What follows belongs to an exercise in optimizing a design on an open flow for small area, a short achievable clock period and few clock cycles per item; a production flow would make more cautious choices.
The RTL was checked by simulation tests, not by an equivalence proof against the original design.
The clock port is modelled as an ideal driver; clocking choices that lean on that would not hold on a real chip.

### config.mk
export PLATFORM = sky130hd
export DESIGN_NAME = date_seconds_of_year_converter_unit
export DESIGN_NICKNAME = date_seconds_of_year_converter_unit
export VERILOG_FILES = /design/flow/design.v
export SDC_FILE = /design/flow/constraint.sdc
export NUM_CORES = 4
export LEC_CHECK = 0
export CAP_MARGIN = 20
export CORE_MARGIN = 2
export CORE_UTILIZATION = 40
export CTS_BUF_LIST = sky130_fd_sc_hd__clkbuf_8
export SETUP_SLACK_MARGIN = 5
export SLEW_MARGIN = 20
### constraint.sdc
create_clock -name core_clock -period 9.0 [get_ports {i_clk}]
set_input_delay 1.8000 -clock core_clock [delete_from_list [all_inputs] [get_ports {i_clk}]]
set_output_delay 1.8000 -clock core_clock [all_outputs]
set_load 0.01 [all_outputs]
### design.v
`timescale 1ns / 1ps
`default_nettype none
package dsoyc_pkg;
    localparam int unsigned WYear    = 14;
    localparam int unsigned WMonth   = 4;
    localparam int unsigned WDay     = 5;
    localparam int unsigned WHour    = 5;
    localparam int unsigned WMinute  = 6;
    localparam int unsigned WSecond  = 6;
    localparam int unsigned WSeconds = 25;
    localparam int unsigned WDayNum  = 9;
    localparam int unsigned WTod     = 17;
    localparam logic [WYear-1:0]    YearMax  = 14'd9999;
    localparam logic [WSeconds-1:0] SecsMax  = 25'd31708799;
    localparam logic [WDayNum-1:0]  LastDayCommon = 9'd365;
    localparam logic [WDayNum-1:0]  LastDayLeap   = 9'd366;
    localparam logic [14:0] Div25Mul  = 15'd20972;
    localparam int unsigned Div25Sh   = 19;
    localparam logic [18:0] Div675Mul = 19'd397683;
    localparam int unsigned Div675Sh  = 28;
    localparam logic [12:0] Div225Mul = 13'd4661;
    localparam int unsigned Div225Sh  = 20;
    localparam logic [14:0] Div15Mul  = 15'd17477;
    localparam int unsigned Div15Sh   = 18;
    localparam logic [WMonth-1:0] MonthJan = 4'd1;
    localparam logic [WMonth-1:0] MonthMar = 4'd3;
    localparam logic [WMonth-1:0] MonthDec = 4'd12;
    function automatic logic [WDayNum-1:0] month_offset(input logic [WMonth-1:0] m,
                                                        input logic leap);
        logic [WDayNum-1:0] o;
        case (m)
            4'd1:    o = 9'd0;
            4'd2:    o = 9'd31;
            4'd3:    o = 9'd59;
            4'd4:    o = 9'd90;
            4'd5:    o = 9'd120;
            4'd6:    o = 9'd151;
            4'd7:    o = 9'd181;
            4'd8:    o = 9'd212;
            4'd9:    o = 9'd243;
            4'd10:   o = 9'd273;
            4'd11:   o = 9'd304;
            4'd12:   o = 9'd334;
            default: o = 9'd0;
        endcase
        if (leap && (m >= MonthMar) && (m <= MonthDec)) begin
            o = o + 9'd1;
        end
        month_offset = o;
    endfunction
endpackage
`default_nettype wire
`timescale 1ns / 1ps
`default_nettype none
module date_seconds_of_year_converter_unit (
    input  logic                            i_clk,
    input  logic                            i_rst_n,
    input  logic                            i_in_valid,
    output logic                            o_in_ready,
    input  logic                            i_in_mode,
    input  logic [dsoyc_pkg::WYear-1:0]     i_in_year,
    input  logic [dsoyc_pkg::WMonth-1:0]    i_in_month,
    input  logic [dsoyc_pkg::WDay-1:0]      i_in_day,
    input  logic [dsoyc_pkg::WHour-1:0]     i_in_hour,
    input  logic [dsoyc_pkg::WMinute-1:0]   i_in_minute,
    input  logic [dsoyc_pkg::WSecond-1:0]   i_in_second,
    input  logic [dsoyc_pkg::WSeconds-1:0]  i_in_seconds,
    output logic                            o_out_valid,
    input  logic                            i_out_ready,
    output logic [dsoyc_pkg::WSeconds-1:0]  o_out_seconds,
    output logic [dsoyc_pkg::WMonth-1:0]    o_out_month,
    output logic [dsoyc_pkg::WDay-1:0]      o_out_day,
    output logic [dsoyc_pkg::WHour-1:0]     o_out_hour,
    output logic [dsoyc_pkg::WMinute-1:0]   o_out_minute,
    output logic [dsoyc_pkg::WSecond-1:0]   o_out_second,
    output logic                            o_out_range_error
);
    function automatic logic [8:0] offc(input logic [3:0] m);
        case (m)
            4'd2:    offc = 9'd31;
            4'd3:    offc = 9'd59;
            4'd4:    offc = 9'd90;
            4'd5:    offc = 9'd120;
            4'd6:    offc = 9'd151;
            4'd7:    offc = 9'd181;
            4'd8:    offc = 9'd212;
            4'd9:    offc = 9'd243;
            4'd10:   offc = 9'd273;
            4'd11:   offc = 9'd304;
            4'd12:   offc = 9'd334;
            default: offc = 9'd0;
        endcase
    endfunction
    logic r_v1, r_v2, r_v3;
    logic r_out_valid, r_out_nvalid;
    logic en;
    assign en         = !r_out_valid || i_out_ready;
    assign o_in_ready = r_out_nvalid || i_out_ready;
    logic        r1_mode;
    logic        r1_leap, r1_yerr;
    logic [25:0] r1_pay;
    logic [7:0]  r1_p;
    logic        r2_mode, r2_err, r2_leap;
    logic [25:0] r2_pay;
    logic        r3_mode, r3_err;
    logic [25:0] r3_pay;
    logic [25:0] r_o_f;
    logic        r_o_z0, r_o_z1;
    logic        r_o_err;
    logic [25:0] n1_pay;
    logic [7:0]  n1_p;
    logic [11:0] n1_qi;
    logic        n1_leap, n1_yerr;
    dsoyc_inv25 u_inv25 (.q(i_in_year[13:2]), .p(n1_qi));
    assign n1_leap = (i_in_year[1:0] == 2'b00) && ((n1_qi > 12'd163) || (i_in_year[3:2] == 2'b00));
    assign n1_yerr = (i_in_year > 14'd9999);
    assign n1_p   = 8'(i_in_seconds[24:18]) + 8'(i_in_seconds[24:19]) + 8'(i_in_seconds[24:22]) + 8'd6;
    assign n1_pay = i_in_mode ? {1'b0, i_in_seconds}
                              : {i_in_month, i_in_day, i_in_hour, i_in_minute, i_in_second};
    logic        n2_leap, n2_yerr, n2_err0, n2_err1, n2_err, n2_lm;
    logic [3:0]  n2_month;
    logic [4:0]  n2_day;
    logic [4:0]  n2_hour;
    logic [5:0]  n2_minute, n2_second;
    logic [8:0]  n2_dd;
    logic [16:0] n2_tod;
    logic [24:0] n2_secs;
    logic [8:0]  n2_dq;
    logic [25:0] n2_pay;
    dsoyc_tod   u_tod   (.h(n2_hour), .m(n2_minute), .s(n2_second), .t(n2_tod));
    dsoyc_div675 u_div675 (.x(n2_secs[24:7]), .p(r1_p), .q(n2_dq));
    always_comb begin
        n2_leap = r1_leap;
        n2_yerr = r1_yerr;
        {n2_month, n2_day, n2_hour, n2_minute, n2_second} = r1_pay;
        n2_err0 = n2_yerr || (n2_month == 4'd0) || (n2_month > 4'd12) || (n2_day == 5'd0) ||
                  (n2_hour > 5'd23) || (n2_minute > 6'd59) || (n2_second > 6'd59);
        n2_lm   = n2_leap && (n2_month >= 4'd3);
        n2_dd   = 9'(n2_day) + offc(n2_month) + 9'(n2_lm);
        n2_secs = r1_pay[24:0];
        n2_err1 = n2_yerr;   
        n2_err  = r1_mode ? n2_err1 : n2_err0;
        n2_pay  = r1_mode ? {n2_dq, ~n2_secs[16:7], n2_secs[6:0]} : {n2_dd, n2_tod};
    end
    logic [16:0] n3_tod;
    logic [8:0]  n3_dq;
    logic [6:0]  n3_low;
    logic [17:0] n3_y;
    logic [12:1] n3_c;
    logic [8:0]  n3_dl;
    logic        n3_err;
    logic [3:0]  n3_mon;
    logic [4:0]  n3_dom;
    logic [25:0] n3_pay;
    assign n3_tod = r2_pay[16:0];
    assign n3_dq  = r2_pay[25:17];
    assign n3_low = r2_pay[6:0];
    dsoyc_mac675 u_mac675 (.a(r2_pay[25:17]), .b(r2_pay[16:7]), .y(n3_y));
    always_comb begin
        n3_dl    = n3_dq - 9'(r2_leap);
        n3_c[1]  = (n3_dq != 9'd0);
        n3_c[2]  = (n3_dq > 9'd31);
        n3_c[3]  = n3_c[2] && (n3_dl > 9'd59);
        n3_c[4]  = n3_c[2] && (n3_dl > 9'd90);
        n3_c[5]  = n3_c[2] && (n3_dl > 9'd120);
        n3_c[6]  = n3_c[2] && (n3_dl > 9'd151);
        n3_c[7]  = n3_c[2] && (n3_dl > 9'd181);
        n3_c[8]  = n3_c[2] && (n3_dl > 9'd212);
        n3_c[9]  = n3_c[2] && (n3_dl > 9'd243);
        n3_c[10] = n3_c[2] && (n3_dl > 9'd273);
        n3_c[11] = n3_c[2] && (n3_dl > 9'd304);
        n3_c[12] = n3_c[2] && (n3_dl > 9'd334);
        n3_mon = 4'd0;
        for (int i = 1; i <= 12; i++) begin
            if (n3_c[i]) n3_mon = 4'(i);
        end
        n3_dom  = n3_c[3] ? n3_dl[4:0] : n3_dq[4:0];
        n3_err  = r2_err || (r2_mode && ((n3_dq > 9'd366) || ((n3_dq == 9'd366) && !r2_leap)));
        n3_pay = r2_mode ? {n3_mon, n3_dom, ~n3_y[9:0], n3_low[6:4], n3_low[3:0]}
                         : {1'b0, n3_y[17:10], ~n3_y[9:0], n3_tod[6:0]};
    end
    logic        c_mode, c_err;
    logic [25:0] c_pay;
    logic [3:0]  c_mon;
    logic [4:0]  c_dom;
    logic [4:0]  c_day;
    logic [12:0] c_u;
    logic [3:0]  c_low;
    logic [4:0]  c_h;
    logic [10:0] c_tm;
    assign c_mode = r3_mode;
    assign c_err  = r3_err;
    assign c_pay  = r3_pay;
    assign {c_mon, c_dom, c_u, c_low} = c_pay;
    dsoyc_div225 u_div225 (.u(c_u), .q(c_h));
    dsoyc_div15  u_div15  (.v({c_u, c_low[3:2]}), .q(c_tm));
    assign c_day = c_dom - 5'(offc(c_mon));
    always_ff @(posedge i_clk) begin
        if (!i_rst_n) begin
            r_v1        <= 1'b0;
            r_v2        <= 1'b0;
            r_v3        <= 1'b0;
            r_out_valid  <= 1'b0;
            r_out_nvalid <= 1'b1;
        end else begin
            if (en) begin
                r_v1        <= i_in_valid;
                r_v2        <= r_v1;
                r_v3        <= r_v2;
                r_out_valid  <= r_v3;
                r_out_nvalid <= !r_v3;
            end
        end
    end
    always_ff @(posedge i_clk) begin
        if (en) begin
            r1_mode <= i_in_mode;
            r1_leap <= n1_leap;
            r1_yerr <= n1_yerr;
            r1_pay  <= n1_pay;
            r1_p    <= n1_p;
            r2_mode <= r1_mode;
            r2_err  <= n2_err;
            r2_leap <= n2_leap;
            r2_pay  <= n2_pay;
            r3_mode <= r2_mode;
            r3_err  <= n3_err;
            r3_pay  <= n3_pay;
            r_o_err <= c_err;
            r_o_z0  <= !c_err && !c_mode;
            r_o_z1  <= !c_err && c_mode;
            r_o_f   <= c_mode ? {c_mon, c_day, c_h, c_tm[5:0], c_u[1:0], c_low}
                              : {c_pay[25:17], ~c_pay[16:7], c_pay[6:0]};
        end
    end
    assign o_out_valid       = r_out_valid;
    assign o_out_seconds     = r_o_f[24:0] & {25{r_o_z0}};
    logic [5:0] o_mi;
    logic [3:0] o_rm;
    assign o_mi = r_o_f[11:6] + {r_o_f[15:12], 2'b00};
    assign o_rm = r_o_f[5:2] + r_o_f[9:6];
    assign {o_out_month, o_out_day, o_out_hour} = r_o_f[25:12] & {14{r_o_z1}};
    assign o_out_minute = o_mi & {6{r_o_z1}};
    assign o_out_second = {o_rm, r_o_f[1:0]} & {6{r_o_z1}};
    assign o_out_range_error = r_o_err;
endmodule
module dsoyc_div675 (input wire [17:0] x, input wire [7:0] p, output wire [20:12] q);
    wire t1;
    wire t2;
    wire t3;
    wire t4;
    wire t5;
    wire t6;
    wire t7;
    wire t8;
    wire t9;
    wire t10;
    wire t11;
    wire t12;
    wire t13;
    wire t14;
    wire t15;
    wire t16;
    wire t17;
    wire t18;
    wire t19;
    wire t20;
    wire t21;
    wire t22;
    wire t23;
    wire t24;
    wire t25;
    wire t26;
    wire t27;
    wire t28;
    wire t29;
    wire t30;
    wire t31;
    wire t32;
    wire t33;
    wire t34;
    wire t35;
    wire t36;
    wire t37;
    wire t38;
    wire t39;
    wire t40;
    wire t41;
    wire t42;
    wire t43;
    wire t44;
    wire t45;
    wire t46;
    wire t47;
    wire t48;
    wire t49;
    wire t50;
    wire t51;
    wire t52;
    wire t53;
    wire t54;
    wire t55;
    wire t56;
    wire t57;
    wire t58;
    wire t59;
    wire t60;
    wire t61;
    wire t62;
    wire t63;
    wire t64;
    wire t65;
    wire t66;
    wire t67;
    wire t68;
    wire t69;
    wire t70;
    wire t71;
    wire t72;
    wire t73;
    wire t74;
    wire t75;
    wire t76;
    wire t77;
    wire t78;
    wire t79;
    wire t80;
    wire t81;
    wire t82;
    wire t83;
    wire t84;
    wire t85;
    wire t86;
    wire t87;
    wire t88;
    wire t89;
    wire t90;
    wire t91;
    wire t92;
    wire t93;
    wire t94;
    wire t95;
    wire t96;
    wire [21:0] ra, rb, rs;
    assign t1 = x[11] ^ x[9];
    assign t2 = x[11] & x[9];
    assign t3 = x[12] ^ x[10] ^ x[6];
    assign t4 = (x[12] & x[10]) | (x[12] & x[6]) | (x[10] & x[6]);
    assign t5 = x[1] ^ x[0];
    assign t6 = x[1] & x[0];
    assign t7 = x[13] ^ x[11] ^ x[7];
    assign t8 = (x[13] & x[11]) | (x[13] & x[7]) | (x[11] & x[7]);
    assign t9 = x[2] ^ x[1] ^ p[3];
    assign t10 = (x[2] & x[1]) | (x[2] & p[3]) | (x[1] & p[3]);
    assign t11 = x[14] ^ x[12] ^ x[8];
    assign t12 = (x[14] & x[12]) | (x[14] & x[8]) | (x[12] & x[8]);
    assign t13 = x[3] ^ x[2] ^ p[4];
    assign t14 = (x[3] & x[2]) | (x[3] & p[4]) | (x[2] & p[4]);
    assign t15 = x[15] ^ x[13] ^ x[9];
    assign t16 = (x[15] & x[13]) | (x[15] & x[9]) | (x[13] & x[9]);
    assign t17 = x[4] ^ x[3] ^ p[5];
    assign t18 = (x[4] & x[3]) | (x[4] & p[5]) | (x[3] & p[5]);
    assign t19 = x[16] ^ x[14] ^ x[10];
    assign t20 = (x[16] & x[14]) | (x[16] & x[10]) | (x[14] & x[10]);
    assign t21 = x[5] ^ x[4] ^ p[6];
    assign t22 = (x[5] & x[4]) | (x[5] & p[6]) | (x[4] & p[6]);
    assign t23 = x[17] ^ x[15] ^ x[11];
    assign t24 = (x[17] & x[15]) | (x[17] & x[11]) | (x[15] & x[11]);
    assign t25 = x[6] ^ x[5] ^ p[7];
    assign t26 = (x[6] & x[5]) | (x[6] & p[7]) | (x[5] & p[7]);
    assign t27 = x[16] ^ x[12] ^ x[7];
    assign t28 = (x[16] & x[12]) | (x[16] & x[7]) | (x[12] & x[7]);
    assign t29 = x[17] ^ x[13];
    assign t30 = x[17] & x[13];
    assign t31 = x[10] ^ x[8];
    assign t32 = x[10] & x[8];
    assign t33 = t1 ^ x[5] ^ x[0];
    assign t34 = (t1 & x[5]) | (t1 & x[0]) | (x[5] & x[0]);
    assign t35 = t2 ^ t3 ^ t5;
    assign t36 = (t2 & t3) | (t2 & t5) | (t3 & t5);
    assign t37 = t4 ^ t6 ^ t7;
    assign t38 = (t4 & t6) | (t4 & t7) | (t6 & t7);
    assign t39 = t8 ^ t10 ^ t11;
    assign t40 = (t8 & t10) | (t8 & t11) | (t10 & t11);
    assign t41 = t12 ^ t14 ^ t15;
    assign t42 = (t12 & t14) | (t12 & t15) | (t14 & t15);
    assign t43 = t16 ^ t18 ^ t19;
    assign t44 = (t16 & t18) | (t16 & t19) | (t18 & t19);
    assign t45 = t20 ^ t22 ^ t23;
    assign t46 = (t20 & t22) | (t20 & t23) | (t22 & t23);
    assign t47 = t24 ^ t26 ^ t27;
    assign t48 = (t24 & t26) | (t24 & t27) | (t26 & t27);
    assign t49 = t28 ^ t29 ^ x[8];
    assign t50 = (t28 & t29) | (t28 & x[8]) | (t29 & x[8]);
    assign t51 = t30 ^ x[14] ^ x[9];
    assign t52 = (t30 & x[14]) | (t30 & x[9]) | (x[14] & x[9]);
    assign t53 = x[15] ^ x[10];
    assign t54 = x[15] & x[10];
    assign t55 = x[16] ^ x[11];
    assign t56 = x[16] & x[11];
    assign t57 = x[17] ^ x[12];
    assign t58 = x[17] & x[12];
    assign t59 = t31 ^ x[4];
    assign t60 = t31 & x[4];
    assign t61 = t32 ^ t33 ^ p[1];
    assign t62 = (t32 & t33) | (t32 & p[1]) | (t33 & p[1]);
    assign t63 = t34 ^ t35 ^ p[2];
    assign t64 = (t34 & t35) | (t34 & p[2]) | (t35 & p[2]);
    assign t65 = t36 ^ t37 ^ t9;
    assign t66 = (t36 & t37) | (t36 & t9) | (t37 & t9);
    assign t67 = t38 ^ t39 ^ t13;
    assign t68 = (t38 & t39) | (t38 & t13) | (t39 & t13);
    assign t69 = t40 ^ t41 ^ t17;
    assign t70 = (t40 & t41) | (t40 & t17) | (t41 & t17);
    assign t71 = t42 ^ t43 ^ t21;
    assign t72 = (t42 & t43) | (t42 & t21) | (t43 & t21);
    assign t73 = t44 ^ t45 ^ t25;
    assign t74 = (t44 & t45) | (t44 & t25) | (t45 & t25);
    assign t75 = t46 ^ t47 ^ x[6];
    assign t76 = (t46 & t47) | (t46 & x[6]) | (t47 & x[6]);
    assign t77 = t48 ^ t49 ^ x[7];
    assign t78 = (t48 & t49) | (t48 & x[7]) | (t49 & x[7]);
    assign t79 = t50 ^ t51 ^ x[8];
    assign t80 = (t50 & t51) | (t50 & x[8]) | (t51 & x[8]);
    assign t81 = t52 ^ t53 ^ x[9];
    assign t82 = (t52 & t53) | (t52 & x[9]) | (t53 & x[9]);
    assign t83 = t54 ^ t55 ^ x[10];
    assign t84 = (t54 & t55) | (t54 & x[10]) | (t55 & x[10]);
    assign t85 = t56 ^ t57 ^ x[11];
    assign t86 = (t56 & t57) | (t56 & x[11]) | (t57 & x[11]);
    assign t87 = t58 ^ x[13] ^ x[12];
    assign t88 = (t58 & x[13]) | (t58 & x[12]) | (x[13] & x[12]);
    assign t89 = x[14] ^ x[13];
    assign t90 = x[14] & x[13];
    assign t91 = x[15] ^ x[14];
    assign t92 = x[15] & x[14];
    assign t93 = x[16] ^ x[15];
    assign t94 = x[16] & x[15];
    assign t95 = x[17] ^ x[16];
    assign t96 = x[17] & x[16];
    assign ra = {1'b0, 1'b0, t96, t94, t92, t90, t88, t86, t84, t82, t80, t78, t76, t74, t72, t70, t68, t66, t64, t62, t60, t59};
    assign rb = {1'b0, 1'b0, x[17], t95, t93, t91, t89, t87, t85, t83, t81, t79, t77, t75, t73, t71, t69, t67, t65, t63, t61, p[0]};
    assign rs = ra + rb;
    assign q = rs[20:12];
endmodule
module dsoyc_div225 (input wire [12:0] u, output wire [13:9] q);
    wire t1;
    wire t2;
    wire t3;
    wire t4;
    wire t5;
    wire t6;
    wire t7;
    wire t8;
    wire t9;
    wire t10;
    wire t11;
    wire t12;
    wire t13;
    wire t14;
    wire t15;
    wire t16;
    wire t17;
    wire t18;
    wire t19;
    wire t20;
    wire t21;
    wire t22;
    wire t23;
    wire t24;
    wire t25;
    wire t26;
    wire t27;
    wire t28;
    wire t29;
    wire t30;
    wire t31;
    wire t32;
    wire t33;
    wire t34;
    wire t35;
    wire t36;
    wire t37;
    wire t38;
    wire t39;
    wire t40;
    wire t41;
    wire t42;
    wire t43;
    wire t44;
    wire t45;
    wire t46;
    wire t47;
    wire t48;
    wire t49;
    wire t50;
    wire t51;
    wire t52;
    wire t53;
    wire t54;
    wire [14:0] ra, rb, rs;
    assign t1 = u[9] ^ u[7];
    assign t2 = u[9] & u[7];
    assign t3 = u[10] ^ u[8] ^ u[7];
    assign t4 = (u[10] & u[8]) | (u[10] & u[7]) | (u[8] & u[7]);
    assign t5 = u[3] ^ u[0];
    assign t6 = u[3] & u[0];
    assign t7 = u[11] ^ u[9] ^ u[8];
    assign t8 = (u[11] & u[9]) | (u[11] & u[8]) | (u[9] & u[8]);
    assign t9 = u[4] ^ u[1];
    assign t10 = u[4] & u[1];
    assign t11 = u[12] ^ u[10] ^ u[9];
    assign t12 = (u[12] & u[10]) | (u[12] & u[9]) | (u[10] & u[9]);
    assign t13 = u[5] ^ u[2];
    assign t14 = u[5] & u[2];
    assign t15 = u[11] ^ u[10] ^ u[6];
    assign t16 = (u[11] & u[10]) | (u[11] & u[6]) | (u[10] & u[6]);
    assign t17 = u[12] ^ u[11];
    assign t18 = u[12] & u[11];
    assign t19 = t1 ^ u[6];
    assign t20 = t1 & u[6];
    assign t21 = t2 ^ t3 ^ t5;
    assign t22 = (t2 & t3) | (t2 & t5) | (t3 & t5);
    assign t23 = t4 ^ t6 ^ t7;
    assign t24 = (t4 & t6) | (t4 & t7) | (t6 & t7);
    assign t25 = t8 ^ t10 ^ t11;
    assign t26 = (t8 & t10) | (t8 & t11) | (t10 & t11);
    assign t27 = t12 ^ t14 ^ t15;
    assign t28 = (t12 & t14) | (t12 & t15) | (t14 & t15);
    assign t29 = t16 ^ t17 ^ u[7];
    assign t30 = (t16 & t17) | (t16 & u[7]) | (t17 & u[7]);
    assign t31 = t18 ^ u[12] ^ u[8];
    assign t32 = (t18 & u[12]) | (t18 & u[8]) | (u[12] & u[8]);
    assign t33 = t19 ^ u[2];
    assign t34 = t19 & u[2];
    assign t35 = t20 ^ t21 ^ 1'b1;
    assign t36 = (t20 & t21) | (t20 & 1'b1) | (t21 & 1'b1);
    assign t37 = t22 ^ t23 ^ t9;
    assign t38 = (t22 & t23) | (t22 & t9) | (t23 & t9);
    assign t39 = t24 ^ t25 ^ t13;
    assign t40 = (t24 & t25) | (t24 & t13) | (t25 & t13);
    assign t41 = t26 ^ t27 ^ u[3];
    assign t42 = (t26 & t27) | (t26 & u[3]) | (t27 & u[3]);
    assign t43 = t28 ^ t29 ^ u[4];
    assign t44 = (t28 & t29) | (t28 & u[4]) | (t29 & u[4]);
    assign t45 = t30 ^ t31 ^ u[5];
    assign t46 = (t30 & t31) | (t30 & u[5]) | (t31 & u[5]);
    assign t47 = t32 ^ u[9] ^ u[6];
    assign t48 = (t32 & u[9]) | (t32 & u[6]) | (u[9] & u[6]);
    assign t49 = u[10] ^ u[7];
    assign t50 = u[10] & u[7];
    assign t51 = u[11] ^ u[8];
    assign t52 = u[11] & u[8];
    assign t53 = u[12] ^ u[9];
    assign t54 = u[12] & u[9];
    assign ra = {1'b0, u[12], u[11], t54, t52, t50, t48, t46, t44, t42, t40, t38, t36, t34, t33};
    assign rb = {1'b0, 1'b0, 1'b0, u[10], t53, t51, t49, t47, t45, t43, t41, t39, t37, t35, 1'b1};
    assign rs = ra + rb;
    assign q = rs[13:9];
endmodule
module dsoyc_div15 (input wire [14:0] v, output wire [16:6] q);
    wire t1;
    wire t2;
    wire t3;
    wire t4;
    wire t5;
    wire t6;
    wire t7;
    wire t8;
    wire t9;
    wire t10;
    wire t11;
    wire t12;
    wire t13;
    wire t14;
    wire t15;
    wire t16;
    wire t17;
    wire t18;
    wire t19;
    wire t20;
    wire t21;
    wire t22;
    wire t23;
    wire t24;
    wire t25;
    wire t26;
    wire t27;
    wire t28;
    wire t29;
    wire t30;
    wire t31;
    wire t32;
    wire t33;
    wire t34;
    wire t35;
    wire t36;
    wire t37;
    wire t38;
    wire t39;
    wire t40;
    wire t41;
    wire t42;
    wire t43;
    wire t44;
    wire t45;
    wire t46;
    wire [17:0] ra, rb, rs;
    assign t1 = v[12] ^ v[8];
    assign t2 = v[12] & v[8];
    assign t3 = v[13] ^ v[9];
    assign t4 = v[13] & v[9];
    assign t5 = v[14] ^ v[10];
    assign t6 = v[14] & v[10];
    assign t7 = t1 ^ v[4];
    assign t8 = t1 & v[4];
    assign t9 = t2 ^ t3 ^ v[5];
    assign t10 = (t2 & t3) | (t2 & v[5]) | (t3 & v[5]);
    assign t11 = t4 ^ t5 ^ v[6];
    assign t12 = (t4 & t5) | (t4 & v[6]) | (t5 & v[6]);
    assign t13 = t6 ^ v[11] ^ v[7];
    assign t14 = (t6 & v[11]) | (t6 & v[7]) | (v[11] & v[7]);
    assign t15 = v[12] ^ v[8];
    assign t16 = v[12] & v[8];
    assign t17 = v[13] ^ v[9];
    assign t18 = v[13] & v[9];
    assign t19 = v[14] ^ v[10];
    assign t20 = v[14] & v[10];
    assign t21 = v[10] ^ v[6];
    assign t22 = v[10] & v[6];
    assign t23 = v[11] ^ v[7] ^ v[3];
    assign t24 = (v[11] & v[7]) | (v[11] & v[3]) | (v[7] & v[3]);
    assign t25 = t7 ^ v[0] ^ 1'b1;
    assign t26 = (t7 & v[0]) | (t7 & 1'b1) | (v[0] & 1'b1);
    assign t27 = t8 ^ t9 ^ v[1];
    assign t28 = (t8 & t9) | (t8 & v[1]) | (t9 & v[1]);
    assign t29 = t10 ^ t11 ^ v[2];
    assign t30 = (t10 & t11) | (t10 & v[2]) | (t11 & v[2]);
    assign t31 = t12 ^ t13 ^ v[3];
    assign t32 = (t12 & t13) | (t12 & v[3]) | (t13 & v[3]);
    assign t33 = t14 ^ t15 ^ v[4];
    assign t34 = (t14 & t15) | (t14 & v[4]) | (t15 & v[4]);
    assign t35 = t16 ^ t17 ^ v[5];
    assign t36 = (t16 & t17) | (t16 & v[5]) | (t17 & v[5]);
    assign t37 = t18 ^ t19 ^ v[6];
    assign t38 = (t18 & t19) | (t18 & v[6]) | (t19 & v[6]);
    assign t39 = t20 ^ v[11] ^ v[7];
    assign t40 = (t20 & v[11]) | (t20 & v[7]) | (v[11] & v[7]);
    assign t41 = v[12] ^ v[8];
    assign t42 = v[12] & v[8];
    assign t43 = v[13] ^ v[9];
    assign t44 = v[13] & v[9];
    assign t45 = v[14] ^ v[10];
    assign t46 = v[14] & v[10];
    assign ra = {1'b0, v[14], v[13], v[12], t46, t44, t42, t40, t38, t36, t34, t32, t30, t28, t26, t24, t22, t21};
    assign rb = {1'b0, 1'b0, 1'b0, 1'b0, v[11], t45, t43, t41, t39, t37, t35, t33, t31, t29, t27, t25, t23, v[2]};
    assign rs = ra + rb;
    assign q = rs[16:6];
endmodule
module dsoyc_tod (input wire [4:0] h, input wire [5:0] m, input wire [5:0] s, output wire [16:0] t);
    wire t1;
    wire t2;
    wire t3;
    wire t4;
    wire t5;
    wire t6;
    wire t7;
    wire t8;
    wire t9;
    wire t10;
    wire t11;
    wire t12;
    wire t13;
    wire t14;
    wire t15;
    wire t16;
    wire t17;
    wire t18;
    wire t19;
    wire t20;
    wire t21;
    wire t22;
    wire t23;
    wire t24;
    wire t25;
    wire t26;
    wire t27;
    wire t28;
    wire t29;
    wire t30;
    wire [16:0] ra, rb, rs;
    assign t1 = ~m[0] ^ s[2];
    assign t2 = ~m[0] & s[2];
    assign t3 = ~m[1] ^ s[3];
    assign t4 = ~m[1] & s[3];
    assign t5 = h[0] ^ ~m[2] ^ s[4];
    assign t6 = (h[0] & ~m[2]) | (h[0] & s[4]) | (~m[2] & s[4]);
    assign t7 = h[1] ^ ~m[3] ^ s[5];
    assign t8 = (h[1] & ~m[3]) | (h[1] & s[5]) | (~m[3] & s[5]);
    assign t9 = h[2] ^ m[0] ^ ~m[4];
    assign t10 = (h[2] & m[0]) | (h[2] & ~m[4]) | (m[0] & ~m[4]);
    assign t11 = h[3] ^ m[1] ^ ~m[5];
    assign t12 = (h[3] & m[1]) | (h[3] & ~m[5]) | (m[1] & ~m[5]);
    assign t13 = h[4] ^ m[2] ^ 1'b1;
    assign t14 = (h[4] & m[2]) | (h[4] & 1'b1) | (m[2] & 1'b1);
    assign t15 = ~h[0] ^ m[3];
    assign t16 = ~h[0] & m[3];
    assign t17 = ~h[1] ^ m[4];
    assign t18 = ~h[1] & m[4];
    assign t19 = ~h[2] ^ m[5];
    assign t20 = ~h[2] & m[5];
    assign t21 = h[0] ^ ~h[3];
    assign t22 = h[0] & ~h[3];
    assign t23 = h[1] ^ ~h[4];
    assign t24 = h[1] & ~h[4];
    assign t25 = h[2] ^ 1'b1;
    assign t26 = h[2] & 1'b1;
    assign t27 = h[3] ^ 1'b1;
    assign t28 = h[3] & 1'b1;
    assign t29 = h[4] ^ 1'b1;
    assign t30 = h[4] & 1'b1;
    assign ra = {t28, t26, t24, t22, t20, t18, t16, t14, t12, t10, t8, t6, t4, t2, t1, s[1], s[0]};
    assign rb = {t29, t27, t25, t23, t21, t19, t17, t15, t13, t11, t9, t7, t5, t3, 1'b1, 1'b0, 1'b0};
    assign rs = ra + rb;
    assign t = rs[16:0];
endmodule
module dsoyc_mac675 (input wire [8:0] a, input wire [9:0] b, output wire [17:0] y);
    wire t1;
    wire t2;
    wire t3;
    wire t4;
    wire t5;
    wire t6;
    wire t7;
    wire t8;
    wire t9;
    wire t10;
    wire t11;
    wire t12;
    wire t13;
    wire t14;
    wire t15;
    wire t16;
    wire t17;
    wire t18;
    wire t19;
    wire t20;
    wire t21;
    wire t22;
    wire t23;
    wire t24;
    wire t25;
    wire t26;
    wire t27;
    wire t28;
    wire t29;
    wire t30;
    wire t31;
    wire t32;
    wire t33;
    wire t34;
    wire t35;
    wire t36;
    wire t37;
    wire t38;
    wire t39;
    wire t40;
    wire t41;
    wire t42;
    wire t43;
    wire t44;
    wire t45;
    wire t46;
    wire t47;
    wire t48;
    wire t49;
    wire t50;
    wire t51;
    wire t52;
    wire t53;
    wire t54;
    wire [17:0] ra, rb, rs;
    assign t1 = a[7] ^ a[6];
    assign t2 = a[7] & a[6];
    assign t3 = a[8] ^ a[7] ^ a[3];
    assign t4 = (a[8] & a[7]) | (a[8] & a[3]) | (a[7] & a[3]);
    assign t5 = a[8] ^ a[4] ^ a[2];
    assign t6 = (a[8] & a[4]) | (a[8] & a[2]) | (a[4] & a[2]);
    assign t7 = a[5] ^ a[4];
    assign t8 = a[5] & a[4];
    assign t9 = a[6] ^ a[5] ^ a[1];
    assign t10 = (a[6] & a[5]) | (a[6] & a[1]) | (a[5] & a[1]);
    assign t11 = t1 ^ a[2] ^ a[0];
    assign t12 = (t1 & a[2]) | (t1 & a[0]) | (a[2] & a[0]);
    assign t13 = t2 ^ t3 ^ a[1];
    assign t14 = (t2 & t3) | (t2 & a[1]) | (t3 & a[1]);
    assign t15 = t4 ^ t5 ^ a[0];
    assign t16 = (t4 & t5) | (t4 & a[0]) | (t5 & a[0]);
    assign t17 = t6 ^ a[5] ^ a[3];
    assign t18 = (t6 & a[5]) | (t6 & a[3]) | (a[5] & a[3]);
    assign t19 = a[6] ^ a[4];
    assign t20 = a[6] & a[4];
    assign t21 = a[7] ^ a[5];
    assign t22 = a[7] & a[5];
    assign t23 = a[8] ^ a[6];
    assign t24 = a[8] & a[6];
    assign t25 = a[1] ^ a[0];
    assign t26 = a[1] & a[0];
    assign t27 = a[2] ^ a[1] ^ b[2];
    assign t28 = (a[2] & a[1]) | (a[2] & b[2]) | (a[1] & b[2]);
    assign t29 = a[3] ^ a[2] ^ b[3];
    assign t30 = (a[3] & a[2]) | (a[3] & b[3]) | (a[2] & b[3]);
    assign t31 = a[4] ^ a[3] ^ b[4];
    assign t32 = (a[4] & a[3]) | (a[4] & b[4]) | (a[3] & b[4]);
    assign t33 = t7 ^ a[0] ^ b[5];
    assign t34 = (t7 & a[0]) | (t7 & b[5]) | (a[0] & b[5]);
    assign t35 = t8 ^ t9 ^ b[6];
    assign t36 = (t8 & t9) | (t8 & b[6]) | (t9 & b[6]);
    assign t37 = t10 ^ t11 ^ b[7];
    assign t38 = (t10 & t11) | (t10 & b[7]) | (t11 & b[7]);
    assign t39 = t12 ^ t13 ^ b[8];
    assign t40 = (t12 & t13) | (t12 & b[8]) | (t13 & b[8]);
    assign t41 = t14 ^ t15 ^ b[9];
    assign t42 = (t14 & t15) | (t14 & b[9]) | (t15 & b[9]);
    assign t43 = t16 ^ t17 ^ a[1];
    assign t44 = (t16 & t17) | (t16 & a[1]) | (t17 & a[1]);
    assign t45 = t18 ^ t19 ^ a[2];
    assign t46 = (t18 & t19) | (t18 & a[2]) | (t19 & a[2]);
    assign t47 = t20 ^ t21 ^ a[3];
    assign t48 = (t20 & t21) | (t20 & a[3]) | (t21 & a[3]);
    assign t49 = t22 ^ t23 ^ a[4];
    assign t50 = (t22 & t23) | (t22 & a[4]) | (t23 & a[4]);
    assign t51 = t24 ^ a[7] ^ a[5];
    assign t52 = (t24 & a[7]) | (t24 & a[5]) | (a[7] & a[5]);
    assign t53 = a[8] ^ a[6];
    assign t54 = a[8] & a[6];
    assign ra = {a[8], t54, t52, t50, t48, t46, t44, t42, t40, t38, t36, t34, t32, t30, t28, t26, t25, a[0]};
    assign rb = {1'b0, a[7], t53, t51, t49, t47, t45, t43, t41, t39, t37, t35, t33, t31, t29, t27, b[1], b[0]};
    assign rs = ra + rb;
    assign y = rs[17:0];
endmodule
module dsoyc_inv25 (input wire [11:0] q, output wire [11:0] p);
    wire t1;
    wire t2;
    wire t3;
    wire t4;
    wire t5;
    wire t6;
    wire t7;
    wire t8;
    wire t9;
    wire t10;
    wire t11;
    wire t12;
    wire t13;
    wire t14;
    wire t15;
    wire t16;
    wire t17;
    wire t18;
    wire t19;
    wire t20;
    wire [11:0] ra, rb, rs;
    assign t1 = q[11] ^ q[8];
    assign t2 = q[11] & q[8];
    assign t3 = q[10] ^ q[7];
    assign t4 = q[10] & q[7];
    assign t5 = t1 ^ q[6] ^ q[1];
    assign t6 = (t1 & q[6]) | (t1 & q[1]) | (q[6] & q[1]);
    assign t7 = q[5] ^ q[2];
    assign t8 = q[5] & q[2];
    assign t9 = q[6] ^ q[3] ^ q[1];
    assign t10 = (q[6] & q[3]) | (q[6] & q[1]) | (q[3] & q[1]);
    assign t11 = q[7] ^ q[4] ^ q[2];
    assign t12 = (q[7] & q[4]) | (q[7] & q[2]) | (q[4] & q[2]);
    assign t13 = q[8] ^ q[5] ^ q[3];
    assign t14 = (q[8] & q[5]) | (q[8] & q[3]) | (q[5] & q[3]);
    assign t15 = q[9] ^ q[6] ^ q[4];
    assign t16 = (q[9] & q[6]) | (q[9] & q[4]) | (q[6] & q[4]);
    assign t17 = t3 ^ q[5] ^ q[0];
    assign t18 = (t3 & q[5]) | (t3 & q[0]) | (q[5] & q[0]);
    assign t19 = t4 ^ t5 ^ q[0];
    assign t20 = (t4 & t5) | (t4 & q[0]) | (t5 & q[0]);
    assign ra = {t18, t16, t14, t12, t10, t8, t7, q[4], q[3], q[2], q[1], q[0]};
    assign rb = {t19, t17, t15, t13, t11, t9, q[0], q[1], q[0], 1'b0, 1'b0, 1'b0};
    assign rs = ra + rb;
    assign p = rs[11:0];
endmodule
`default_nettype wire
### flow/run.sh
#!/bin/bash
# The standard layout with two changes:
#  - the port buffers are sky130_fd_sc_hd__buf_1 cells;
#  - synthesis runs the standard flow's synthesis script with yosys's synth called with -noabc
#    as well (flow/synth.tcl), so the generic abc pass does not restructure the
#    carry-save adders before they are mapped to full and half adder cells.
#    Registers are inferred exactly as in the standard synthesis.
set -euo pipefail
here=$(pwd)
sed -e 's|SETUP_SLACK_MARGIN=5 |SETUP_SLACK_MARGIN=5 BUFFER_PORTS_ARGS="-buffer_cell sky130_fd_sc_hd__buf_1" |' \
    -e "s|SYNTH_SCRIPT=[^ ]*|SYNTH_SCRIPT=$here/flow/synth.tcl|" standard.sh > standard_b.sh
bash standard_b.sh > standard.log 2>&1
### flow/synth.tcl
proc synth {args} { yosys synth -nofsm -noshare -noabc {*}$args }
source $::env(SCRIPTS_DIR)/synth.tcl
# left out here: clear keep_hierarchy, flatten, clean up, hide names made inside functions, write 1_2_yosys.v
### standard.sh
#!/bin/bash
# synth_recipe.tcl (not shown) runs the flow's synth.tcl, then flattens the netlist and writes it again
# the make line also repeats each setting of config.mk as NAME=value (left out here)
make -C /OpenROAD-flow-scripts/flow DESIGN_CONFIG=/design/flow/config.mk WORK_HOME=/design/flow/orfs CLKGATE_MAP_FILE= SYNTH_SCRIPT=/design/flow/synth_recipe.tcl "${@:-finish}"
==> flow_metrics.py, run 1 <==
metrics = {
    "outcome": {
        "status": "finished clean",
    },
    "sta": {
        "finalSetupViolations": 0,
        "slew_headroom_pct": 31.3,
        "finalHoldViolations": 0,
        "tightest_slew_ns": 1.03,
        "fin_crit_ns": 4.03,
        "clock_skew_ns": 0.0194,
        "finalCritPeriodShare_pct": 44.8,
        "final.setup.tns_ns": 0,
        "rsz0062_at_grt": "yes",
        "fmax_ghz": 0.248,
        "maxSlewViolCount": 0,
        "holdWs_ns": 0.415,
    },
    "logic_synthesis": {
        "netlist_area_mm2": 0.0128,
        "yosysTopAreaCellShare_pct": 28.8,
        "synth_edf_count": 123,
        "yosys.area.top_type": "edfxtp_1",
        "seq_area_frac_synth_pct": 29.6,
        "syn_nets": 1513,
        "yosysWarnings": 1,
        "avgSynthCellArea_um2": 11.1,
        "ys_top_cells_by_area": "edfxtp_1 (29%), ha_1 (19%), fa_1 (16%)",
        "netlist_instances": 1150,
        "ys_dominant_reg_cell": "edfxtp_1",
        "synth.distinct_cells": 79,
        "ys_ff_latch": 128,
        "async_flop_share_pct": 0,
    },
    "drt": {
        "drt_iter0_markers": 350,
        "drtPass1Iterations": 4,
        "antenna_left": 0,
        "wire_per_inst_um": 14.9,
        "vias_per_cell": 5.12,
        "vias": 9000,
        "drt-total-wl_um": 26200,
        "drc_errors": 0,
    },
    "global_routing": {
        "grt_use_total_pct": 16.4,
        "overflow": 0,
        "grt_pass1_wl_um": 44100,
        "grt_pass1_vias": 9055,
        "grt_max_degree": 84,
        "grt_antenna_before_repair": 0,
    },
    "cells_and_area": {
        "final_common_cell": "ha_1",
        "final_cells": 1757,
        "syn_to_final_growth_pct": 16.5,
        "diodes": 0,
        "mostFrequentLayoutCells": "ha_1 (189), edfxtp_1 (123), buf_1 (121)",
        "nNetsFinal": 1705,
        "drive_above_1_share_pct": 14.4,
    },
    "clock_network": {
        "cts_tree": "done",
        "clock-sinks": 128,
        "numCtsBuffers": 17,
        "root_buffer": "clkbuf_8",
        "clkLatencyLatePin_ns": 0.46,
        "cts.clk_slew.worst_paths_ns": 0.08,
        "clock_path_buffers": 2,
        "htreeDepth": 4,
        "cts_hold_buffers": 0,
    },
    "critical_path": {
        "crit_path_max_fanout": 2,
        "worstSetupEndpointType": "output pin",
        "critical_path_arrival_ns": 2.23,
        "startpoint_type": "input port",
        "crit_type": "input port to output pin",
        "required_ns": 7.20,
    },
    "placed_design": {
        "dp_hpwl_um": 19400,
        "placedCellCount": 1658,
        "gp_congestion": 0.868,
        "port_buffers": 123,
    },
    "floorplan": {
        "ioPinCount": 124,
        "initial_core_util_pct": 40.6,
        "die_y_um": 183,
        "die_area_mm2": 0.0335,
        "fp-row-count": 65,
        "fp.dieW_um": 183,
        "core_area_mm2": 0.0316,
    },
    "job": {
        "cap_violations": 0,
    },
    "worst_hold_path": {
        "hp-class": "flip-flop to flip-flop",
    },
}
==> synthesized netlist by cell type (4+ instances only) <==
cell        n
clkbuf_1   19
o311ai_0    4
o221ai_1    5
o31a_1      4
a21boi_0    6
o21a_1     11
xor2_1     24
nor2b_1    14
dfxtp_1     5
o21bai_1   10
a31oi_1     7
nand3_1    16
nor3_1     23
nand2_1    52
nand2b_1    9
fa_1      101
o21ai_0    40
nand4_1     9
mux2_2     33
a21oi_1    69
and2_1     52
ha_1      192
and3_1     10
xnor2_1    49
mux2i_1    11
inv_1      76
a21o_1     19
o31ai_1     5
a211oi_1    4
nor2_1     73
edfxtp_1  123
==> critical path, cell delays in order <==
cell	delay, ns
buf_6	0.10
or2_4	0.22
buf_6	0.12
==> per-stage QoR <==
stage               instance area [um^2]  worst slack (ns)  util, %
floorplan                          12800              4.78        -
global placement                   13700              4.69     43.5
detailed placement                 13700              4.57     43.5
CTS                                14600              4.96     46.2
global route                       14900              4.89     47.3
finish                             14900              4.97     47.3
==> final cells by class <==
class / count / area [um^2]
flip-flops and latches: 128 / 3790
clock inverters: 15 / 241
well taps: 402 / 503
repair buffers: 193 / 1010
multi-input cells: 924 / 8850
fillers: 2935 / 16600
clock buffers: 17 / 234
inverters: 78 / 297
==> per-layer routing <==
layer | vias to the layer above | track usage [%] | share of wire [%]
li1 | 4522 | - | -
met1 | 4270 | 21.4 | 46
met4 | 0 | 4.22 | 1.3
met2 | 186 | 28.2 | 49
met3 | 22 | 2.62 | 3.3
met5 | - | 0 | 0
==> registers in the layout, indices dropped and copies added, names as in the netlist, 8 cells and up <==
name,flops
r1_p,8
r1_pay,26
r2_pay,26
r3_pay,26
r_o_f,26
==> logic make-up after synthesis <==
group / synth area share [%]
AO/OA/AOI/OAI: 12.7
multiplexers: 3.76
buffers and inverters: 2.87
AND/OR/NAND/NOR: 11.3
adder cells (fa/ha/maj): 34.5
flip-flops: 29.6
XOR/XNOR: 5.24
==> path summary, 6_finish.rpt <==
check              startpoint         end  slack [ns]  cells after the start
setup reg to reg   r1_pay[20]  r2_pay[18]        5.06                     12
hold / removal      r2_pay[2]   r3_pay[2]        0.41                      0
setup / recovery  i_out_ready  o_in_ready        4.97                      3
hold reg to reg     r2_pay[2]   r3_pay[2]        0.41                      0
==> timing repair <==
item                                    4_1_cts  5_1_grt
pin swaps                                     8       48
buffers inserted                             42       25
endpoints found under the setup margin       17       19
endpoints found under the hold margin         0        0
gates cloned                                  0        0
gates resized for setup                      15       33
Testbench counts, summed over its fixed seeds: cycles 24,032, items 24,000.
==> inputs of run 2 (changes only) <==
--- a/flow/run.sh
+++ b/flow/run.sh
@@ -9,3 +9,3 @@
 here=$(pwd)
-sed -e 's|SETUP_SLACK_MARGIN=5 |SETUP_SLACK_MARGIN=5 BUFFER_PORTS_ARGS="-buffer_cell sky130_fd_sc_hd__buf_1" |' \
+sed -e 's|SETUP_SLACK_MARGIN=4.95 |SETUP_SLACK_MARGIN=4.95 BUFFER_PORTS_ARGS="-buffer_cell sky130_fd_sc_hd__buf_1" |' \
     -e "s|SYNTH_SCRIPT=[^ ]*|SYNTH_SCRIPT=$here/flow/synth.tcl|" standard.sh > standard_b.sh
--- a/config.mk
+++ b/config.mk
@@ -9,5 +9,6 @@
 export CORE_MARGIN = 2
-export CORE_UTILIZATION = 40
+export CORE_UTILIZATION = 45
 export CTS_BUF_LIST = sky130_fd_sc_hd__clkbuf_8
-export SETUP_SLACK_MARGIN = 5
+export PLACE_DENSITY = 0.65
+export SETUP_SLACK_MARGIN = 4.95
 export SLEW_MARGIN = 20
==> run 2 against run 1 <==
  * Highest routed layer unchanged
  * Hold slack improved by 0.0078 ns
  * First-iteration DRC count rose by 20%
==> flow_metrics.py, run 2 <==
metrics = {
    "outcome": {
        "status": "finished clean",
    },
    "critical_path": {
        "startpoint_type": "flip-flop",
        "crit_chain": "buf_6 -> fa_2 -> fa_2 -> fa_1 -> ha_4 -> nand3_1 -> a21boi_1 -> o31a_1 -> o21ai_4 -> buf_6 -> o311ai_4 -> nand2_1 -> xnor2_1 -> mux2_4",
        "required_ns": 9.21,
        "worstSetupEndpointType": "flip-flop",
        "slowest_delay_ns": 0.57,
        "crit_path_max_fanout": 4,
        "critPathTopFamily": "adder cells",
        "critPathBufInv": 2,
        "critPathSlowestCell": "fa_2",
        "critical_path_arrival_ns": 4.25,
        "crit_type": "flip-flop to flip-flop",
    },
    "sta": {
        "tightest_slew_ns": 1.04,
        "fmax_ghz": 0.248,
        "fin_crit_ns": 4.04,
        "finalHoldViolations": 0,
        "slew_headroom_pct": 30.6,
        "holdWs_ns": 0.422,
        "final.setup.tns_ns": 0,
        "rsz0062_at_grt": "yes",
        "finalCritPeriodShare_pct": 44.9,
        "finalSetupViolations": 0,
        "clock_skew_ns": 0.0191,
        "maxSlewViolCount": 0,
    },
    "clock_network": {
        "htreeDepth": 4,
        "cts_hold_buffers": 0,
        "cts.clk_slew.worst_paths_ns": 0.08,
        "clock_path_buffers": 2,
        "clkLatencyLatePin_ns": 0.47,
        "cts_tree": "done",
        "numCtsBuffers": 17,
        "root_buffer": "clkbuf_8",
        "clock-sinks": 128,
    },
    "drt": {
        "wl_met3_um": 790,
        "vias": 9034,
        "wl_met2_um": 12700,
        "drtPass1Iterations": 4,
        "drt-met1-wl_um": 11500,
        "drt_iter0_markers": 421,
        "drc_errors": 0,
        "drt-total-wl_um": 25400,
        "antenna_left": 0,
        "wire_per_inst_um": 14.6,
        "highest_layer": "met4",
        "vias_per_cell": 5.19,
    },
    "cells_and_area": {
        "seq_area_mm2": 0.00379,
        "syn_to_final_growth_pct": 15.9,
        "drive_above_1_share_pct": 15.0,
        "final_common_cell": "ha_1",
        "mostFrequentLayoutCells": "ha_1 (188), edfxtp_1 (123), buf_1 (121)",
        "fillers": 2426,
        "diodes": 0,
        "nNetsFinal": 1713,
        "multi_input_area_mm2": 0.00884,
        "stdcell_area_mm2": 0.0149,
    },
    "logic_synthesis": {
        "synth_edf_count": 123,
        "netlist_area_mm2": 0.0128,
        "netlist_instances": 1150,
        "synth_compound_gate_area_share_pct": 12.7,
        "synth_most_common_cell": "ha_1",
        "synthAdderAreaFrac_pct": 34.5,
        "yosys.area_share.simple_pct": 11.3,
        "seq_area_frac_synth_pct": 29.6,
        "synth_top_family_by_area": "adder cells",
        "ys_ff_latch": 128,
        "ys_dominant_reg_cell": "edfxtp_1",
        "yosysWarnings": 1,
        "syn_nets": 1513,
        "synth_xor_area_share_pct": 5.24,
        "synthMuxAreaShare_pct": 3.76,
        "synth.distinct_cells": 79,
        "avgSynthCellArea_um2": 11.1,
        "ys_top_cells_by_area": "edfxtp_1 (29%), ha_1 (19%), fa_1 (16%)",
        "yosys.area.top_type": "edfxtp_1",
        "async_flop_share_pct": 0,
        "yosysTopAreaCellShare_pct": 28.8,
        "synth_commonest_cells": "ha_1 (192), edfxtp_1 (123), fa_1 (101)",
    },
    "floorplan": {
        "fp.dieW_um": 173,
        "core_area_mm2": 0.0279,
        "ioPinCount": 124,
        "die_area_mm2": 0.0298,
        "die_y_um": 173,
        "initial_core_util_pct": 45.9,
        "fp-row-count": 61,
    },
    "placed_design": {
        "port_buffers": 123,
        "placed_area_mm2": 0.0137,
        "dp_hpwl_um": 19100,
        "gp_congestion": 0.858,
    },
    "global_routing": {
        "overflow": 0,
        "grt_pass1_vias": 8873,
        "grt_antenna_before_repair": 0,
        "grt_use_total_pct": 17.1,
        "grt_pass1_wl_um": 42100,
        "grt_max_degree": 86,
    },
    "worst_hold_path": {
        "hp-class": "flip-flop to flip-flop",
    },
    "job": {
        "cap_violations": 0,
    },
}
[run 2: layout make-up]
class	count	share of cell area (%)
clock buffer	17	1.58
multi-input combinational	924	59.5
clock inverter	15	0.977
sequential	128	25.5
inverter	78	2.00
tap	378	3.18
timing repair buffer	201	7.21
[run 2: cells by family after synthesis]
| logic type | after synthesis |
|---|---|
| compound gates | 231 |
| fa+ha+maj | 293 |
| flops | 128 |
| xor+xnor | 75 |
| mux | 44 |
| simple gates | 281 |
| buf+inv | 98 |
[run 2: path summary, 6_finish.rpt]
path,start,to,slack (ns),cells after the start
min,r2_pay[3],r3_pay[3],0.42,0
max,r1_pay[20],r2_pay[23],4.96,14
max reg2reg,r1_pay[20],r2_pay[23],4.96,14
min reg2reg,r2_pay[3],r3_pay[3],0.42,0
[run 2: metal layers]
layer  vias to the layer above  global-route usage, %
met5                         -                      0
met2                       172                   29.8
met4                         0                   4.66
met3                        28                   2.64
met1                      4288                   22.2
li1                       4546                      -
[run 2: repair_timing]
item	in CTS	in global routing
gates resized for setup	10	40
buffers inserted	46	29
setup endpoints to repair	18	14
endpoints found under the hold margin	0	0
pin swaps	1	30
cloned	0	0
[run 2: metrics by stage]
step | worst slack (ns) | utilization [%] | std cells
finish | 4.96 | 53.2 | 1741
global route | 4.84 | 53.2 | 1741
CTS | 4.95 | 51.8 | 1712
detailed placement | 4.56 | 49.1 | 1634
global placement | 4.60 | 49.1 | 1634
floorplan | 4.78 | - | 1150
==> inputs of run 3 (changes only) <==
--- a/flow/run.sh
+++ b/flow/run.sh
@@ -9,3 +9,3 @@
 here=$(pwd)
-sed -e 's|SETUP_SLACK_MARGIN=4.95 |SETUP_SLACK_MARGIN=4.95 BUFFER_PORTS_ARGS="-buffer_cell sky130_fd_sc_hd__buf_1" |' \
+sed -e 's|SETUP_SLACK_MARGIN=5 |SETUP_SLACK_MARGIN=5 BUFFER_PORTS_ARGS="-buffer_cell sky130_fd_sc_hd__buf_1" CTS_ARGS="-sink_clustering_enable -repair_clock_nets -buf_list sky130_fd_sc_hd__clkbuf_8 -dont_use_dummy_load" |' \
     -e "s|SYNTH_SCRIPT=[^ ]*|SYNTH_SCRIPT=$here/flow/synth.tcl|" standard.sh > standard_b.sh
--- a/config.mk
+++ b/config.mk
@@ -12,3 +12,3 @@
 export PLACE_DENSITY = 0.65
-export SETUP_SLACK_MARGIN = 4.95
+export SETUP_SLACK_MARGIN = 5
 export SLEW_MARGIN = 20
==> run 3 against run 2 <==
  * Cell count decreased by 1.7%
  * Clock skew is 0.0050 ns higher
  * Register-to-register slack gained 0.06 ns
  * Highest routed layer unchanged
==> flow_metrics.py, run 3 <==
metrics = {
    "outcome": {
        "status": "finished clean",
    },
    "global_routing": {
        "grt_max_degree": 57,
        "overflow": 0,
        "grt_antenna_before_repair": 0,
        "grt_use_total_pct": 17.0,
        "grt_pass1_wl_um": 41600,
        "grt_pass1_vias": 8659,
    },
    "logic_synthesis": {
        "yosys.area.top_type": "edfxtp_1",
        "ys_top_cells_by_area": "edfxtp_1 (29%), ha_1 (19%), fa_1 (16%)",
        "netlist_instances": 1150,
        "synth_commonest_cells": "ha_1 (192), edfxtp_1 (123), fa_1 (101)",
        "yosysTopAreaCellShare_pct": 28.8,
        "async_flop_share_pct": 0,
        "avgSynthCellArea_um2": 11.1,
        "seq_area_frac_synth_pct": 29.6,
        "ys_dominant_reg_cell": "edfxtp_1",
        "syn_nets": 1513,
        "synth.distinct_cells": 79,
        "synth_most_common_cell": "ha_1",
        "ys_ff_latch": 128,
        "yosysWarnings": 1,
        "netlist_area_mm2": 0.0128,
        "synth_edf_count": 123,
    },
    "clock_network": {
        "htreeDepth": 4,
        "cts.clk_slew.worst_paths_ns": 0.07,
        "numCtsBuffers": 17,
        "clkLatencyLatePin_ns": 0.46,
        "clock_path_buffers": 2,
        "clock-sinks": 128,
        "cts_hold_buffers": 0,
        "cts_tree": "done",
        "root_buffer": "clkbuf_8",
    },
    "floorplan": {
        "die_area_mm2": 0.0298,
        "initial_core_util_pct": 45.9,
        "core_area_mm2": 0.0279,
        "fp-row-count": 61,
        "ioPinCount": 124,
        "fp.dieW_um": 173,
        "die_y_um": 173,
    },
    "critical_path": {
        "crit_path_max_fanout": 2,
        "critical_path_arrival_ns": 2.24,
        "required_ns": 7.20,
        "worstSetupEndpointType": "output pin",
        "startpoint_type": "input port",
        "crit_type": "input port to output pin",
    },
    "sta": {
        "maxSlewViolCount": 0,
        "final.setup.tns_ns": 0,
        "clock_skew_ns": 0.0241,
        "fmax_ghz": 0.248,
        "tightest_slew_ns": 0.760,
        "rsz0062_at_grt": "yes",
        "finalSetupViolations": 0,
        "finalCritPeriodShare_pct": 44.8,
        "slew_headroom_pct": 49.2,
        "fin_crit_ns": 4.04,
        "worst_slack_ns": 4.96,
        "finalHoldViolations": 0,
    },
    "cells_and_area": {
        "final_cells": 1712,
        "diodes": 0,
        "multi_input_area_mm2": 0.00878,
        "mostFrequentLayoutCells": "ha_1 (188), edfxtp_1 (123), buf_1 (121)",
        "drive_above_1_share_pct": 12.9,
        "seq_area_mm2": 0.00379,
        "syn_to_final_growth_pct": 13.5,
        "fillers": 2525,
        "stdcell_area_mm2": 0.0145,
        "final_common_cell": "ha_1",
        "nNetsFinal": 1699,
        "final_core_util_pct": 52.1,
    },
    "placed_design": {
        "placed_area_mm2": 0.0137,
        "port_buffers": 123,
        "placedCellCount": 1635,
        "gp_congestion": 0.873,
        "place_ws_ns": 4.64,
        "dp_hpwl_um": 19400,
    },
    "drt": {
        "drt-total-wl_um": 25300,
        "drtPass1Iterations": 5,
        "drc_errors": 0,
        "antenna_left": 0,
        "wire_per_inst_um": 14.8,
        "vias": 8938,
        "vias_per_cell": 5.22,
        "drt_iter0_markers": 414,
    },
    "job": {
        "cap_violations": 0,
    },
    "worst_hold_path": {
        "hp-class": "flip-flop to flip-flop",
    },
}
-- run 3: worst paths after layout --
kind                     from         end  slack [ns]  cells after the start
setup / recovery  i_out_ready  o_in_ready        4.96                      3
hold / removal      r2_pay[1]   r3_pay[1]        0.41                      0
setup reg to reg   r1_pay[19]  r2_pay[23]        5.02                     13
hold reg to reg     r2_pay[1]   r3_pay[1]        0.41                      0
-- run 3: per-stage QoR --
step                      hold WS [ns]
after detailed placement         0.405
after floorplan                  0.400
final                            0.410
after CTS                        0.411
after global routing             0.424
after global placement           0.403
-- run 3: cell families (layout without fill, tap and decap cells) --
group	after synthesis	in the layout	synth area share [%]
flops	128	128	29.6
fa+ha+maj	293	293	34.5
buf+inv	98	282	2.87
mux	44	44	3.76
xor+xnor	75	75	5.24
compound gates	231	231	12.7
simple gates	281	281	11.3
-- run 3: what timing repair did --
| item | CTS | global route |
|---|---|---|
| pin swaps | 2 | 28 |
| setup buffers | 43 | 17 |
| endpoints found under the setup margin | 17 | 19 |
| gates resized for setup | 10 | 29 |
-- run 3: layout make-up --
class / instances / area share (%)
well taps: 378 / 3.25
flip-flops and latches: 128 / 26.1
multi-input cells: 924 / 60.4
clock buffers: 17 / 1.61
repair buffers: 187 / 6.64
inverters: 78 / 2.04
-- run 3: worst max-delay path, stage by stage --
cell	delay, ns
buf_6	0.10
or2_4	0.22
buf_6	0.12
-- run 3: metal layers --
| metal | wire length [um] | vias to the layer above | global-route usage, % | share of wire [%] |
|---|---|---|---|---|
| met4 | 225 | 0 | 3.74 | 0.89 |
| met3 | 770 | 20 | 2.66 | 3.0 |
| li1 | - | 4497 | - | - |
| met2 | 12600 | 167 | 29.7 | 50 |
| met1 | 11700 | 4254 | 22.2 | 46 |
| met5 | 0 | - | 0 | 0 |
==> inputs of run 4 (changes only) <==
--- a/flow/run.sh
+++ b/flow/run.sh
@@ -1,4 +1,6 @@
 #!/bin/bash
-# The standard layout with two changes:
-#  - the port buffers are sky130_fd_sc_hd__buf_1 cells;
+# The standard layout (standard.sh, ORFS) with these changes:
+#  - the port buffers are sky130_fd_sc_hd__buf_1 cells (buffer_ports -buffer_cell);
+#  - clock tree synthesis uses clkbuf_8 buffers and inserts no dummy load cells
+#    (clock_tree_synthesis -dont_use_dummy_load);
 #  - synthesis runs the standard flow's synthesis script with yosys's synth called with -noabc
@@ -7,2 +9,3 @@
 #    Registers are inferred exactly as in the standard synthesis.
+# All tool output goes to standard.log here; ORFS keeps its per-step logs under orfs/logs.
 set -euo pipefail
==> run 4 against run 3 <==
  * Via count unchanged
  * Die area unchanged
  * Area after synthesis stayed put
  * Still clean on timing, DRC and antenna
  * Critical path depth unchanged
==> flow_metrics.py, run 4 <==
metrics = {
    "sta": {
        "final.setup.tns_ns": 0,
        "clock_skew_ns": 0.0241,
        "fin_crit_ns": 4.04,
        "maxSlewViolCount": 0,
        "finalSetupViolations": 0,
        "finalHoldViolations": 0,
        "slew_headroom_pct": 49.2,
        "rsz0062_at_grt": "yes",
        "holdWs_ns": 0.410,
        "fmax_ghz": 0.248,
        "finalCritPeriodShare_pct": 44.8,
        "worst_slack_ns": 4.96,
        "tightest_slew_ns": 0.760,
    },
    "logic_synthesis": {
        "yosysTopAreaCellShare_pct": 28.8,
        "synth_most_common_cell": "ha_1",
        "avgSynthCellArea_um2": 11.1,
        "netlist_area_mm2": 0.0128,
        "netlist_instances": 1150,
        "syn_nets": 1513,
        "yosysWarnings": 1,
        "seq_area_frac_synth_pct": 29.6,
        "ys_ff_latch": 128,
        "yosys.area.top_type": "edfxtp_1",
        "synth.distinct_cells": 79,
        "synth_edf_count": 123,
        "async_flop_share_pct": 0,
        "synth_commonest_cells": "ha_1 (192), edfxtp_1 (123), fa_1 (101)",
        "ys_top_cells_by_area": "edfxtp_1 (29%), ha_1 (19%), fa_1 (16%)",
        "ys_dominant_reg_cell": "edfxtp_1",
    },
    "global_routing": {
        "grt_antenna_before_repair": 0,
        "grt_use_total_pct": 17.0,
        "grt_pass1_wl_um": 41600,
        "grt_pass1_vias": 8659,
        "grt_max_degree": 57,
        "overflow": 0,
    },
    "drt": {
        "wl_met3_um": 770,
        "drt-total-wl_um": 25300,
        "vias": 8938,
        "wire_per_inst_um": 14.8,
        "drtPass1Iterations": 5,
        "vias_per_cell": 5.22,
        "drt-met1-wl_um": 11700,
        "wl_met2_um": 12600,
        "drt_iter0_markers": 414,
        "antenna_left": 0,
        "drc_errors": 0,
        "highest_layer": "met4",
    },
    "floorplan": {
        "fp.dieW_um": 173,
        "die_area_mm2": 0.0298,
        "core_area_mm2": 0.0279,
        "initial_core_util_pct": 45.9,
        "die_y_um": 173,
        "ioPinCount": 124,
        "fp-row-count": 61,
    },
    "cells_and_area": {
        "mostFrequentLayoutCells": "ha_1 (188), edfxtp_1 (123), buf_1 (121)",
        "syn_to_final_growth_pct": 13.5,
        "final_common_cell": "ha_1",
        "nNetsFinal": 1699,
        "diodes": 0,
        "drive_above_1_share_pct": 12.9,
    },
    "placed_design": {
        "gp_congestion": 0.873,
        "place_ws_ns": 4.64,
        "dp_hpwl_um": 19400,
        "port_buffers": 123,
    },
    "critical_path": {
        "critical_path_arrival_ns": 2.24,
        "worstSetupEndpointType": "output pin",
        "crit_chain": "buf_6 -> or2_4 -> buf_6",
        "critPathSlowestCell": "or2_4",
        "reg2regPathDepth": 13,
        "critPathTopFamily": "buffers and inverters",
        "regToRegSetupSlack_ns": 5.02,
        "required_ns": 7.20,
        "crit_path_max_fanout": 2,
        "crit_type": "input port to output pin",
        "cp.depth": 3,
        "startpoint_type": "input port",
        "critPathBufInv": 2,
        "crit_top_cell": "buf_6",
        "slowest_delay_ns": 0.22,
    },
    "clock_network": {
        "clock-sinks": 128,
        "cts.clk_slew.worst_paths_ns": 0.07,
        "cts_hold_buffers": 0,
        "numCtsBuffers": 17,
        "cts_tree": "done",
        "clkLatencyLatePin_ns": 0.46,
    },
    "worst_hold_path": {
        "hp-class": "flip-flop to flip-flop",
        "min_path_cells": 0,
    },
    "job": {
        "cap_violations": 0,
    },
    "outcome": {
        "status": "finished clean",
    },
}
[run 4: worst paths after layout]
| kind | from | endpoint |
|---|---|---|
| hold reg to reg | r2_pay[1] | r3_pay[1] |
| hold / removal | r2_pay[1] | r3_pay[1] |
| setup reg to reg | r1_pay[19] | r2_pay[23] |
| setup / recovery | i_out_ready | o_in_ready |
[run 4: area by class of cell]
| cell class | count | area [um^2] |
|---|---|---|
| fillers | 2525 | 13400 |
| multi-input cells | 924 | 8780 |
| flip-flops and latches | 128 | 3790 |
| repair buffers | 187 | 966 |
| well taps | 378 | 473 |
| inverters | 78 | 297 |
| clock buffers | 17 | 234 |
[run 4: per-stage QoR]
step	area (um^2)	cells	util (%)
finish	14500	1712	52.1
floorplan	12800	1150	-
global placement	13700	1635	49.1
detailed placement	13700	1635	49.1
CTS	14300	1695	51.2
global route	14500	1712	52.1
[run 4: kinds of logic after synthesis]
family,share of synthesized area [%]
fa+ha+maj,34.5
flops,29.6
simple gates,11.3
compound gates,12.7
buf+inv,2.87
xor+xnor,5.24
mux,3.76
[run 4: timing repair]
action	4_1_cts	5_1_grt
pin swaps	2	28
buffers inserted	43	17
gates resized for setup	10	29
setup endpoints to repair	17	19
[run 4: layer usage]
metal  global-route usage, %  up-vias
li1                        -     4497
met1                    22.2     4254
met2                    29.7      167
met3                    2.66       20
met4                    3.74        0
met5                       0        -

==> what the ideal ports hide <==
No port has a modelled driver above. Below, the same layouts with a new extraction and two added sets of constraints. Step 1, drivers: a clkbuf_16 drives i_clk and a buf_2 each remaining input, both assumed. Step 2 adds t to the input delays and takes it off the output delays; t is the mean of the earliest and latest rising clock arrival at the registers after step 1. Input paths then give back, and output paths get back, about the clock's delay inside the block. a / b / c = no drivers / after step 1 / after step 2; a / b = the first two.
run | t (ns) | slack for setup (ns) | worst hold slack (ns) | worst setup path after step 2 | slew at the worst register clock pin (ns)
run 1 | 0.495 | 4.965 / 4.934 / 4.741 | 0.415 / 0.415 / 0.415 | input to register | 0.09 / 0.09
run 2 | 0.496 | 4.961 / 4.929 / 4.715 | 0.422 / 0.422 / 0.422 | input to register | 0.09 / 0.09
run 3 | 0.483 | 4.964 / 4.930 / 4.747 | 0.410 / 0.410 / 0.410 | input to register | 0.08 / 0.08
run 4 | 0.483 | 4.964 / 4.930 / 4.747 | 0.410 / 0.410 / 0.410 | input to register | 0.08 / 0.08
After both steps every run listed still meets setup and hold. The setup slack of run 2, which loses most, moves by -0.032 ns with the drivers and by -0.246 ns with both steps.
